This design comes from an exercise in tuning for small area, a short achievable clock period and few clock cycles on the open sky130 flow, not from production work. RTL that was checked went through simulation tests only; none was proved equivalent to the original. The flow treats the clock pin as an ideal source, which a real chip does not have.

==> trial 13: inputs <==
==> flow/design.v <==
package clock_sync_pkg;
	typedef logic [15:0] stamp_t;
	typedef struct packed {
		logic [8-1:0] addr;
		logic [7:0]                data;
		logic                      we;
	} mbox_wr_t;
	typedef struct packed {
		stamp_t tx;
		stamp_t rx;
	} snapshot_t;
	typedef logic [4-1:0] node_mask_t;
	typedef struct packed {
		node_mask_t rx_ok;
		node_mask_t sync_ok;
		node_mask_t slave_rdy;
		node_mask_t scope_trigger;
	} node_status_t;
	typedef struct packed {
		stamp_t offset;
		stamp_t delay;
	} node_result_t;
	typedef node_result_t [4-1:0] result_array_t;
	typedef logic [2+1:0] stamp_addr_t;
endpackage
`timescale 1ns/1ps
module local_counter (
	input  logic                      clk_i,
	input  logic                      arst_n_i,
	input  logic [1:0]                snapshot_req_i,
	output clock_sync_pkg::stamp_t    count_o,
	output logic                      cycle_start_o,
	output logic [7:0]                snap_tx_n_o,
	output logic [7:0]                snap_rx_o
);
	logic [7:0] count;
	assign cycle_start_o = (count == 8'd199);
	assign count_o = {8'd0, count};
	always_ff @(posedge clk_i or negedge arst_n_i) begin
		if (!arst_n_i) begin
			count <= '0;
		end else begin
			count <= cycle_start_o ? 8'd0 : count + 8'd1;
		end
	end
	always_ff @(posedge clk_i or negedge arst_n_i) begin
		if (!arst_n_i) begin
			snap_tx_n_o <= '1;
			snap_rx_o <= '0;
		end else begin
			if (snapshot_req_i[0]) begin
				snap_tx_n_o <= ~count;
			end
			if (snapshot_req_i[1]) begin
				snap_rx_o <= count;
			end
		end
	end
endmodule
`timescale 1ns/1ps
module timestamp_store (
	input  logic                         clk_i,
	input  logic                         arst_n_i,
	input  logic [7:0]                   mbox_addr_i,
	input  logic [7:0]                   mbox_data_i,
	input  logic                         mbox_we_i,
	input  logic                         cycle_take_i,
	output logic [16*14-1:0]             stamps_o,
	output clock_sync_pkg::node_status_t status_next_o
);
	logic [7:0] stamp_lo [14];
	logic [7:0] stamp_hi [14];
	logic [2:0] flags [4];
	logic [3:0] rdy1;
	logic [3:0] rdy2;
	logic [3:0] chain_ok;
	logic [3:0] lo_hit;
	logic [3:0] hi_hit;
	logic [3:0] flag_hit;
	logic [15:0] lo_en;
	logic [15:0] hi_en;
	always_comb begin
		for (int n = 0; n < 4; n++) begin
			flag_hit[n] = mbox_we_i && (mbox_addr_i == 8'(16 + 16 * n + 2));
			for (int k = 0; k < 4; k++) begin
				lo_en[4 * n + k] = mbox_we_i && (mbox_addr_i == 8'(16 + 16 * n + 4 + 2 * k));
				hi_en[4 * n + k] = mbox_we_i && (mbox_addr_i == 8'(16 + 16 * n + 5 + 2 * k));
			end
			lo_hit[n] = |lo_en[4 * n +: 4];
			hi_hit[n] = |hi_en[4 * n +: 4];
		end
	end
	assign chain_ok = {rdy1[2:0] & rdy2[2:0], 1'b1};
	always_comb begin
		status_next_o = '0;
		for (int n = 0; n < 4; n++) begin
			status_next_o.rx_ok[n] = rdy1[n] & rdy2[n];
			status_next_o.sync_ok[n] = status_next_o.rx_ok[n] & flags[n][0];
			status_next_o.slave_rdy[n] = status_next_o.sync_ok[n] & flags[n][1];
			status_next_o.scope_trigger[n] = status_next_o.rx_ok[n] & flags[n][2];
		end
	end
	always_ff @(posedge clk_i or negedge arst_n_i) begin
		if (!arst_n_i) begin
			rdy1 <= '0;
			rdy2 <= '0;
			for (int n = 0; n < 4; n++) begin
				flags[n] <= '0;
			end
		end else if (cycle_take_i) begin
			rdy1 <= '0;
			rdy2 <= '0;
			for (int n = 0; n < 4; n++) begin
				flags[n] <= '0;
			end
		end else begin
			rdy1 <= rdy1 | (lo_hit & chain_ok);
			rdy2 <= rdy2 | (hi_hit & chain_ok & rdy1);
			for (int n = 0; n < 4; n++) begin
				if (flag_hit[n]) begin
					flags[n] <= mbox_data_i[2:0];
				end
			end
		end
	end
	always_ff @(posedge clk_i or negedge arst_n_i) begin
		if (!arst_n_i) begin
			for (int i = 0; i < 14; i++) begin
				stamp_lo[i] <= (i % 4 == 2) ? 8'hff : 8'h00;
				stamp_hi[i] <= (i % 4 == 2) ? 8'hff : 8'h00;
			end
		end else begin
			for (int i = 0; i < 14; i++) begin
				if (lo_en[i]) begin
					stamp_lo[i] <= (i % 4 == 2) ? ~mbox_data_i : mbox_data_i;
				end
				if (hi_en[i]) begin
					stamp_hi[i] <= (i % 4 == 2) ? ~mbox_data_i : mbox_data_i;
				end
			end
		end
	end
	always_comb begin
		for (int i = 0; i < 14; i++) begin
			stamps_o[16 * i +: 16] = {stamp_hi[i], stamp_lo[i]};
		end
	end
endmodule
`timescale 1ns/1ps
module offset_delay_calc (
	input  logic                          clk_i,
	input  logic                          arst_n_i,
	input  logic                          cycle_start_i,
	input  logic [7:0]                    snap_tx_n_i,
	input  logic [7:0]                    snap_rx_i,
	input  logic [16*14-1:0]              stamps_i,
	input  clock_sync_pkg::node_status_t  status_next_i,
	output logic                          cycle_take_o,
	output logic [4*32-1:0]     results_o,
	output clock_sync_pkg::node_status_t  status_o,
	output logic                          result_req_o,
	input  logic                          result_ack_i
);
	logic release_q;
	logic [4*32-1:0] results_next;
	assign cycle_take_o = cycle_start_i && !result_req_o && !release_q;
	function automatic logic [15:0] cpa(input logic [15:0] x, input logic [15:0] y);
		logic [15:0] g, p, gn, pn, h;
		g = x & y;
		p = x ^ y;
		h = p;
		for (int l = 0; l < 4; l++) begin
			gn = g; pn = p;
			for (int i = 0; i < 16; i++) begin
				if ((i % (2 << l)) == (2 << l) - 1) begin
					gn[i] = g[i] | (p[i] & g[i - (1 << l)]);
					pn[i] = p[i] & p[i - (1 << l)];
				end
			end
			g = gn; p = pn;
		end
		for (int l = 2; l >= 0; l--) begin
			gn = g; pn = p;
			for (int i = 0; i < 16; i++) begin
				if (i >= (2 << l) && ((i + 1) % (2 << l)) == (1 << l)) begin
					gn[i] = g[i] | (p[i] & g[i - (1 << l)]);
					pn[i] = p[i] & p[i - (1 << l)];
				end
			end
			g = gn; p = pn;
		end
		cpa = h ^ {g[14:0], 1'b0};
	endfunction
	function automatic logic [15:0] csa_s(input logic [15:0] x, input logic [15:0] y,
			input logic [15:0] z);
		csa_s = x ^ y ^ z;
	endfunction
	function automatic logic [15:0] csa_c(input logic [15:0] x, input logic [15:0] y,
			input logic [15:0] z, input logic cin);
		csa_c = {(x[14:0] & y[14:0]) | (x[14:0] & z[14:0]) | (y[14:0] & z[14:0]), cin};
	endfunction
	always_comb begin
		for (int k = 0; k < 4; k++) begin
			logic [15:0] t0, t1, an, b, s1, c1, s2, c2;
			t0 = stamps_i[16 * (4 * k) +: 16];
			t1 = stamps_i[16 * (4 * k + 1) +: 16];
			if (k == 0) begin
				an = {8'hff, snap_tx_n_i};
				b = {8'd0, snap_rx_i};
			end else begin
				an = stamps_i[16 * (4 * k - 2) +: 16];
				b = stamps_i[16 * (4 * k - 1) +: 16];
			end
			s1 = csa_s(t0, an, b);
			c1 = csa_c(t0, an, b, 1'b1);
			s2 = csa_s(s1, c1, ~t1);
			c2 = csa_c(s1, c1, ~t1, 1'b1);
			results_next[32 * k +: 16] = cpa(s2, c2);
			s1 = csa_s(t0, an, t1);
			c1 = csa_c(t0, an, t1, 1'b1);
			s2 = csa_s(s1, c1, ~b);
			c2 = csa_c(s1, c1, ~b, 1'b1);
			results_next[32 * k + 16 +: 16] = cpa(s2, c2);
		end
	end
	always_ff @(posedge clk_i) begin
		if (cycle_take_o) begin
			results_o <= results_next;
			status_o <= status_next_i;
		end
	end
	always_ff @(posedge clk_i or negedge arst_n_i) begin
		if (!arst_n_i) begin
			result_req_o <= 1'b0;
			release_q <= 1'b0;
		end else if (cycle_take_o) begin
			result_req_o <= 1'b1;
		end else if (result_req_o) begin
			if (result_ack_i) begin
				result_req_o <= 1'b0;
				release_q <= 1'b1;
			end
		end else if (release_q) begin
			if (!result_ack_i) begin
				release_q <= 1'b0;
			end
		end
	end
endmodule
`timescale 1ns/1ps
module clock_sync_top (
	input  logic                          clk_i,
	input  logic                          arst_n_i,
	input  logic [7:0]                    mbox_addr_i,
	input  logic [7:0]                    mbox_data_i,
	input  logic                          mbox_we_i,
	input  logic [1:0]                    snapshot_req_i,
	output logic [15:0]                   local_count_o,
	output logic [127:0]                  results_o,
	output logic [15:0]                   status_o,
	output logic                          result_req_o,
	input  logic                          result_ack_i
);
	logic cycle_start;
	logic cycle_take;
	logic [7:0] snap_tx_n;
	logic [7:0] snap_rx;
	logic [16*14-1:0] stamps;
	clock_sync_pkg::node_status_t status_next;
	local_counter u_local_counter (
		.clk_i          (clk_i),
		.arst_n_i       (arst_n_i),
		.snapshot_req_i (snapshot_req_i),
		.count_o        (local_count_o),
		.cycle_start_o  (cycle_start),
		.snap_tx_n_o    (snap_tx_n),
		.snap_rx_o      (snap_rx)
	);
	timestamp_store u_timestamp_store (
		.clk_i         (clk_i),
		.arst_n_i      (arst_n_i),
		.mbox_addr_i   (mbox_addr_i),
		.mbox_data_i   (mbox_data_i),
		.mbox_we_i     (mbox_we_i),
		.cycle_take_i  (cycle_take),
		.stamps_o      (stamps),
		.status_next_o (status_next)
	);
	offset_delay_calc u_offset_delay_calc (
		.clk_i         (clk_i),
		.arst_n_i      (arst_n_i),
		.cycle_start_i (cycle_start),
		.snap_tx_n_i   (snap_tx_n),
		.snap_rx_i     (snap_rx),
		.stamps_i      (stamps),
		.status_next_i (status_next),
		.cycle_take_o  (cycle_take),
		.results_o     (results_o),
		.status_o      (status_o),
		.result_req_o  (result_req_o),
		.result_ack_i  (result_ack_i)
	);
endmodule
==> flow/flow/run.sh <==
#!/bin/bash
set -euo pipefail
here=$(pwd)
bash standard.sh finish \
  MATCH_CELL_FOOTPRINT=0 SETUP_SLACK_MARGIN=5.3 \
  "BUFFER_PORTS_ARGS=-buffer_cell sky130_fd_sc_hd__buf_1" \
  POST_CTS_TCL=$here/flow/skew.tcl SKEW_BUF_CELL=sky130_fd_sc_hd__clkbuf_4 SKEW_PRE_CELL=sky130_fd_sc_hd__clkbuf_1 \
  > flow_make.log 2>&1
==> flow/flow/skew.tcl <==
# Useful skew for the stamp -> result paths. After clock tree synthesis, the result registers
# under each leaf clock net are moved, in groups of at most SKEW_MAX_FANOUT (8), behind one
# extra clock buffer driven by that leaf net,
# so they capture a little later than the stamp registers launch. Only the register-to-
# register paths into the result registers gain; their paths to the outputs lose. With
# SKEW_PRE_CELL set, a second, smaller buffer drives the extra buffer, for a longer delay.
set block [ord::get_db_block]
set master [[ord::get_db] findMaster $::env(SKEW_BUF_CELL)]
array set groups {}
foreach inst [$block getInsts] {
  if { [string match "u_offset_delay_calc.results_o*" [$inst getName]] } {
    set it [$inst findITerm CLK]
    lappend groups([[$it getNet] getName]) $it
  }
}
# at most SKEW_MAX_FANOUT registers behind each extra buffer, taken in order along x
set max_fanout 8
if { [info exists ::env(SKEW_MAX_FANOUT)] } {
  set max_fanout $::env(SKEW_MAX_FANOUT)
}
array set chunks {}
set c 0
foreach leaf [lsort [array names groups]] {
  set sorted [lsort -integer -index 0 [lmap it $groups($leaf) {
    list [lindex [[$it getInst] getLocation] 0] $it
  }]]
  set n [llength $sorted]
  set parts [expr { ($n + $max_fanout - 1) / $max_fanout }]
  set size [expr { ($n + $parts - 1) / $parts }]
  for { set i 0 } { $i < $n } { incr i $size } {
    set chunks($c) [list $leaf [lmap x [lrange $sorted $i [expr { $i + $size - 1 }]] { lindex $x 1 }]]
    incr c
  }
}
set k 0
foreach c [lsort -integer [array names chunks]] {
  lassign $chunks($c) leaf its
  set buf [odb::dbInst_create $block $master skew_buf_$k]
  set net [odb::dbNet_create $block clknet_skew_$k]
  $net setSigType CLOCK
  if { [info exists ::env(SKEW_PRE_CELL)] && $::env(SKEW_PRE_CELL) != "" } {
    set pre [odb::dbInst_create $block [[ord::get_db] findMaster $::env(SKEW_PRE_CELL)] skew_pre_$k]
    set mid [odb::dbNet_create $block clknet_skew_pre_$k]
    $mid setSigType CLOCK
    [$pre findITerm A] connect [$block findNet $leaf]
    [$pre findITerm X] connect $mid
    [$buf findITerm A] connect $mid
  } else {
    set pre ""
    [$buf findITerm A] connect [$block findNet $leaf]
  }
  [$buf findITerm X] connect $net
  set sx 0
  set sy 0
  foreach it $its {
    $it disconnect
    $it connect $net
    set loc [[$it getInst] getLocation]
    incr sx [lindex $loc 0]
    incr sy [lindex $loc 1]
  }
  set n [llength $its]
  $buf setLocation [expr { $sx / $n }] [expr { $sy / $n }]
  $buf setPlacementStatus PLACED
  if { $pre != "" } {
    $pre setLocation [expr { $sx / $n }] [expr { $sy / $n }]
    $pre setPlacementStatus PLACED
  }
  puts "skew: $n result registers under $leaf now behind skew_buf_$k"
  incr k
}
detailed_placement
estimate_parasitics -placement
repair_timing_helper
detailed_placement
check_placement -verbose
==> flow/standard.sh <==
#!/bin/bash
# synth_recipe.tcl (not shown) runs the flow's synth.tcl, then flattens the netlist and writes it again
# the make line also repeats each setting of config.mk as NAME=value (left out here)
make -C /OpenROAD-flow-scripts/flow DESIGN_CONFIG=/design/flow/config.mk WORK_HOME=/design/flow/orfs CLKGATE_MAP_FILE= SYNTH_SCRIPT=/design/flow/synth_recipe.tcl "${@:-finish}"
==> flow/config.mk <==
export PLATFORM = sky130hd
export DESIGN_NAME = clock_sync_top
export DESIGN_NICKNAME = clock_sync_top
export VERILOG_FILES = /design/flow/design.v
export SDC_FILE = /design/flow/constraint.sdc
export NUM_CORES = 4
export LEC_CHECK = 0
export CAP_MARGIN = 20
export CORE_MARGIN = 2
export CORE_UTILIZATION = 65
export CTS_BUF_LIST = sky130_fd_sc_hd__clkbuf_8
export CTS_CLUSTER_DIAMETER = 80
export CTS_CLUSTER_SIZE = 16
export PLACE_DENSITY = 0.8
export SLEW_MARGIN = 20
==> flow/constraint.sdc <==
create_clock -name core_clock -period 9.0 [get_ports {clk_i}]
set_input_delay 1.8000 -clock core_clock [delete_from_list [all_inputs] [get_ports {clk_i}]]
set_output_delay 1.8000 -clock core_clock [all_outputs]
set_load 0.01 [all_outputs]
==> build 95 (differences from trial 13) <==
==> flow/flow/run.sh (replaced) <==
#!/bin/bash
set -euo pipefail
here=$(pwd)
bash standard.sh finish \
  MATCH_CELL_FOOTPRINT=0 SETUP_SLACK_MARGIN=5.3 \
  "BUFFER_PORTS_ARGS=-buffer_cell sky130_fd_sc_hd__buf_1" \
  POST_CTS_TCL=$here/flow/skew.tcl SKEW_BUF_CELL=sky130_fd_sc_hd__clkbuf_4 SKEW_PRE_CELL=sky130_fd_sc_hd__clkbuf_1 SKEW_OTHER_MARGIN=5.9 \
  > flow_make.log 2>&1
--- a/flow/flow/skew.tcl
+++ b/flow/flow/skew.tcl
@@ -73,3 +73,17 @@
 estimate_parasitics -placement
+# repair with the flow's setup margin, or with SKEW_REPAIR_MARGIN when that is set
+set saved_margin $::env(SETUP_SLACK_MARGIN)
+if { [info exists ::env(SKEW_REPAIR_MARGIN)] } {
+  set ::env(SETUP_SLACK_MARGIN) $::env(SKEW_REPAIR_MARGIN)
+}
 repair_timing_helper
+set ::env(SETUP_SLACK_MARGIN) $saved_margin
+# with SKEW_OTHER_MARGIN set, one more repair towards that margin that leaves the logic in
+# front of the result registers alone (it is held by set_dont_touch during the repair)
+if { [info exists ::env(SKEW_OTHER_MARGIN)] } {
+  set front [get_cells -of_objects [all_fanin -flat -to [get_pins u_offset_delay_calc.results_o*/D]]]
+  set_dont_touch $front
+  repair_timing -setup -setup_margin $::env(SKEW_OTHER_MARGIN) -repair_tns 100 -verbose
+  unset_dont_touch $front
+}
 detailed_placement
==> build 51 (differences from trial 13) <==
--- a/flow/flow/run.sh
+++ b/flow/flow/run.sh
@@ -4,3 +4,3 @@
 bash standard.sh finish \
-  MATCH_CELL_FOOTPRINT=0 SETUP_SLACK_MARGIN=5.3 \
+  MATCH_CELL_FOOTPRINT=0 SETUP_SLACK_MARGIN=5.15 \
   "BUFFER_PORTS_ARGS=-buffer_cell sky130_fd_sc_hd__buf_1" \
--- a/flow/flow/skew.tcl
+++ b/flow/flow/skew.tcl
@@ -1,4 +1,3 @@
 # Useful skew for the stamp -> result paths. After clock tree synthesis, the result registers
-# under each leaf clock net are moved, in groups of at most SKEW_MAX_FANOUT (8), behind one
-# extra clock buffer driven by that leaf net,
+# under each leaf clock net are moved behind one extra clock buffer driven by that leaf net,
 # so they capture a little later than the stamp registers launch. Only the register-to-
@@ -15,24 +14,4 @@
 }
-# at most SKEW_MAX_FANOUT registers behind each extra buffer, taken in order along x
-set max_fanout 8
-if { [info exists ::env(SKEW_MAX_FANOUT)] } {
-  set max_fanout $::env(SKEW_MAX_FANOUT)
-}
-array set chunks {}
-set c 0
+set k 0
 foreach leaf [lsort [array names groups]] {
-  set sorted [lsort -integer -index 0 [lmap it $groups($leaf) {
-    list [lindex [[$it getInst] getLocation] 0] $it
-  }]]
-  set n [llength $sorted]
-  set parts [expr { ($n + $max_fanout - 1) / $max_fanout }]
-  set size [expr { ($n + $parts - 1) / $parts }]
-  for { set i 0 } { $i < $n } { incr i $size } {
-    set chunks($c) [list $leaf [lmap x [lrange $sorted $i [expr { $i + $size - 1 }]] { lindex $x 1 }]]
-    incr c
-  }
-}
-set k 0
-foreach c [lsort -integer [array names chunks]] {
-  lassign $chunks($c) leaf its
   set buf [odb::dbInst_create $block $master skew_buf_$k]
@@ -54,3 +33,3 @@
   set sy 0
-  foreach it $its {
+  foreach it $groups($leaf) {
     $it disconnect
@@ -61,3 +40,3 @@
   }
-  set n [llength $its]
+  set n [llength $groups($leaf)]
   $buf setLocation [expr { $sx / $n }] [expr { $sy / $n }]
==> trial 83 (differences from trial 13) <==
--- a/flow/design.v
+++ b/flow/design.v
@@ -32,5 +32,6 @@
 	output logic                      cycle_start_o,
-	output logic [7:0]                snap_tx_n_o,
-	output logic [7:0]                snap_rx_o
+	output logic [7:0]                snap_tx_h_o,
+	output logic [7:0]                snap_rx_h_o
 );
+	localparam logic [3:0] INV = 4'b0000;
 	logic [7:0] count;
@@ -47,10 +48,10 @@
 		if (!arst_n_i) begin
-			snap_tx_n_o <= '1;
-			snap_rx_o <= '0;
+			snap_tx_h_o <= {8{INV[2]}};
+			snap_rx_h_o <= {8{INV[3]}};
 		end else begin
 			if (snapshot_req_i[0]) begin
-				snap_tx_n_o <= ~count;
+				snap_tx_h_o <= count ^ {8{INV[2]}};
 			end
 			if (snapshot_req_i[1]) begin
-				snap_rx_o <= count;
+				snap_rx_h_o <= count ^ {8{INV[3]}};
 			end
@@ -70,2 +71,3 @@
 );
+	localparam logic [3:0] INV = 4'b0000;
 	logic [7:0] stamp_lo [14];
@@ -128,4 +130,4 @@
 			for (int i = 0; i < 14; i++) begin
-				stamp_lo[i] <= (i % 4 == 2) ? 8'hff : 8'h00;
-				stamp_hi[i] <= (i % 4 == 2) ? 8'hff : 8'h00;
+				stamp_lo[i] <= {8{INV[i % 4]}};
+				stamp_hi[i] <= {8{INV[i % 4]}};
 			end
@@ -134,6 +136,6 @@
 				if (lo_en[i]) begin
-					stamp_lo[i] <= (i % 4 == 2) ? ~mbox_data_i : mbox_data_i;
+					stamp_lo[i] <= mbox_data_i ^ {8{INV[i % 4]}};
 				end
 				if (hi_en[i]) begin
-					stamp_hi[i] <= (i % 4 == 2) ? ~mbox_data_i : mbox_data_i;
+					stamp_hi[i] <= mbox_data_i ^ {8{INV[i % 4]}};
 				end
@@ -153,4 +155,4 @@
 	input  logic                          cycle_start_i,
-	input  logic [7:0]                    snap_tx_n_i,
-	input  logic [7:0]                    snap_rx_i,
+	input  logic [7:0]                    snap_tx_h_i,
+	input  logic [7:0]                    snap_rx_h_i,
 	input  logic [16*14-1:0]              stamps_i,
@@ -163,2 +165,3 @@
 );
+	localparam logic [3:0] INV = 4'b0000;
 	logic release_q;
@@ -203,21 +206,21 @@
 		for (int k = 0; k < 4; k++) begin
-			logic [15:0] t0, t1, an, b, s1, c1, s2, c2;
-			t0 = stamps_i[16 * (4 * k) +: 16];
-			t1 = stamps_i[16 * (4 * k + 1) +: 16];
+			logic [15:0] t0_h, t1_h, a_h, b_h, s1, c1, s2, c2;
+			t0_h = stamps_i[16 * (4 * k) +: 16];
+			t1_h = stamps_i[16 * (4 * k + 1) +: 16];
 			if (k == 0) begin
-				an = {8'hff, snap_tx_n_i};
-				b = {8'd0, snap_rx_i};
+				a_h = {{8{INV[2]}}, snap_tx_h_i};
+				b_h = {{8{INV[3]}}, snap_rx_h_i};
 			end else begin
-				an = stamps_i[16 * (4 * k - 2) +: 16];
-				b = stamps_i[16 * (4 * k - 1) +: 16];
+				a_h = stamps_i[16 * (4 * k - 2) +: 16];
+				b_h = stamps_i[16 * (4 * k - 1) +: 16];
 			end
-			s1 = csa_s(t0, an, b);
-			c1 = csa_c(t0, an, b, 1'b1);
-			s2 = csa_s(s1, c1, ~t1);
-			c2 = csa_c(s1, c1, ~t1, 1'b1);
+			s1 = csa_s(~t1_h, ~a_h, b_h);
+			c1 = csa_c(~t1_h, ~a_h, b_h, 1'b1);
+			s2 = csa_s(s1, c1, t0_h);
+			c2 = csa_c(s1, c1, t0_h, 1'b1);
 			results_next[32 * k +: 16] = cpa(s2, c2);
-			s1 = csa_s(t0, an, t1);
-			c1 = csa_c(t0, an, t1, 1'b1);
-			s2 = csa_s(s1, c1, ~b);
-			c2 = csa_c(s1, c1, ~b, 1'b1);
+			s1 = csa_s(t0_h, ~a_h, ~b_h);
+			c1 = csa_c(t0_h, ~a_h, ~b_h, 1'b1);
+			s2 = csa_s(s1, c1, t1_h);
+			c2 = csa_c(s1, c1, t1_h, 1'b1);
 			results_next[32 * k + 16 +: 16] = cpa(s2, c2);
@@ -265,4 +268,4 @@
 	logic cycle_take;
-	logic [7:0] snap_tx_n;
-	logic [7:0] snap_rx;
+	logic [7:0] snap_tx_h;
+	logic [7:0] snap_rx_h;
 	logic [16*14-1:0] stamps;
@@ -275,4 +278,4 @@
 		.cycle_start_o  (cycle_start),
-		.snap_tx_n_o    (snap_tx_n),
-		.snap_rx_o      (snap_rx)
+		.snap_tx_h_o    (snap_tx_h),
+		.snap_rx_h_o    (snap_rx_h)
 	);
@@ -292,4 +295,4 @@
 		.cycle_start_i (cycle_start),
-		.snap_tx_n_i   (snap_tx_n),
-		.snap_rx_i     (snap_rx),
+		.snap_tx_h_i   (snap_tx_h),
+		.snap_rx_h_i   (snap_rx_h),
 		.stamps_i      (stamps),
==> flow/flow/run.sh (replaced) <==
#!/bin/bash
set -euo pipefail
bash standard.sh finish \
  MATCH_CELL_FOOTPRINT=0 SETUP_SLACK_MARGIN=5.3 \
  "BUFFER_PORTS_ARGS=-buffer_cell sky130_fd_sc_hd__buf_1" \
  > flow_make.log 2>&1
removed: flow/flow/skew.tcl
==> impl_metrics.yaml <==
synthesis:
  synthTopCellsByArea: "fa_1, dfrtp_1, edfxtp_1"
  synth_cell_types: 56
  synthSimpleGateAreaFrac_pct: 4.73
  muxShareOfSynthArea_pct: 9.83
outcome:
  error_line: "Error: cts.tcl, 90 invalid command name \"all_fanin\""
  haltStage: "4_1_cts"
  status: "aborted with a tool error"
placed_design:
  post-place-ws_ns: 4.81
the above is filed under build 95

==> impl_metrics.yaml <==
outcome:
  status: "timing/DRC/antenna clean"
cells_and_area:
  dominant_cells: "multi-input combinational cells"
worst_hold_path:
  holdPathEnd: "u_timestamp_store.stamp_hi[0][3]"
synthesis:
  synthSimpleGateAreaFrac_pct: 5.36
  muxShareOfSynthArea_pct: 10.2
  synth_cell_types: 53
  synthTopCellsByArea: "dfrtp_1, fa_1, edfxtp_1"
placed_design:
  post-place-ws_ns: 4.87
the above is filed under trial 83

==> impl_metrics.yaml <==
outcome:
  status: "timing/DRC/antenna clean"
synthesis:
  synth_cell_types: 56
  synthTopCellsByArea: "fa_1, dfrtp_1, edfxtp_1"
placed_design:
  post-place-ws_ns: 4.90
the above is filed under build 51

==> impl_metrics.yaml <==
outcome:
  status: "timing/DRC/antenna clean"
synthesis:
  synthTopCellsByArea: "fa_1, dfrtp_1, edfxtp_1"
  muxShareOfSynthArea_pct: 9.83
  synthSimpleGateAreaFrac_pct: 4.73
  synth_cell_types: 56
worst_hold_path:
  holdCritStartpoint: "u_timestamp_store.stamp_lo[3][0]"
placed_design:
  post-place-ws_ns: 4.81
the above is filed under trial 13

Testbench counts of trial 13, summed over its fixed seeds: cycles 240.
Testbench counts of build 95, summed over its fixed seeds: cycles 240.
Testbench counts of build 51, summed over its fixed seeds: cycles 240.
No functional check of the RTL was part of trial 83.

[port drivers added, routing unchanged]
Ports are ideal in the flow. The routed layouts listed here were re-timed in OpenROAD. Step 1, drivers: a clkbuf_16 drives clk_i and a buf_2 each remaining input, both assumed. Step 2, shift: input delay + t, output delay - t, t = (earliest + latest rising clock arrival at the registers) / 2. This alone moves slack from input paths to output paths. Three values: ideal, step 1, step 2; two values: the first two.
run	shift t [ns]	setup slack, ns	clock arrival spread, ns	worst register clock-pin slew, ns
trial 13	0.819	5.529 / 5.529 / 4.786	0.319 / 0.320	0.12 / 0.12
build 51	0.810	5.370 / 5.370 / 4.666	0.303 / 0.303	0.11 / 0.11
trial 83	0.706	5.362 / 5.362 / 4.899	0.040 / 0.040	0.11 / 0.11
In trial 13 and build 51 the clock reaches the registers at very different times; t lies between them, and the last value is a rough guide only. The setup slack of trial 13, which loses most, moves by 0.000 ns with the drivers and by -0.743 ns with both steps.
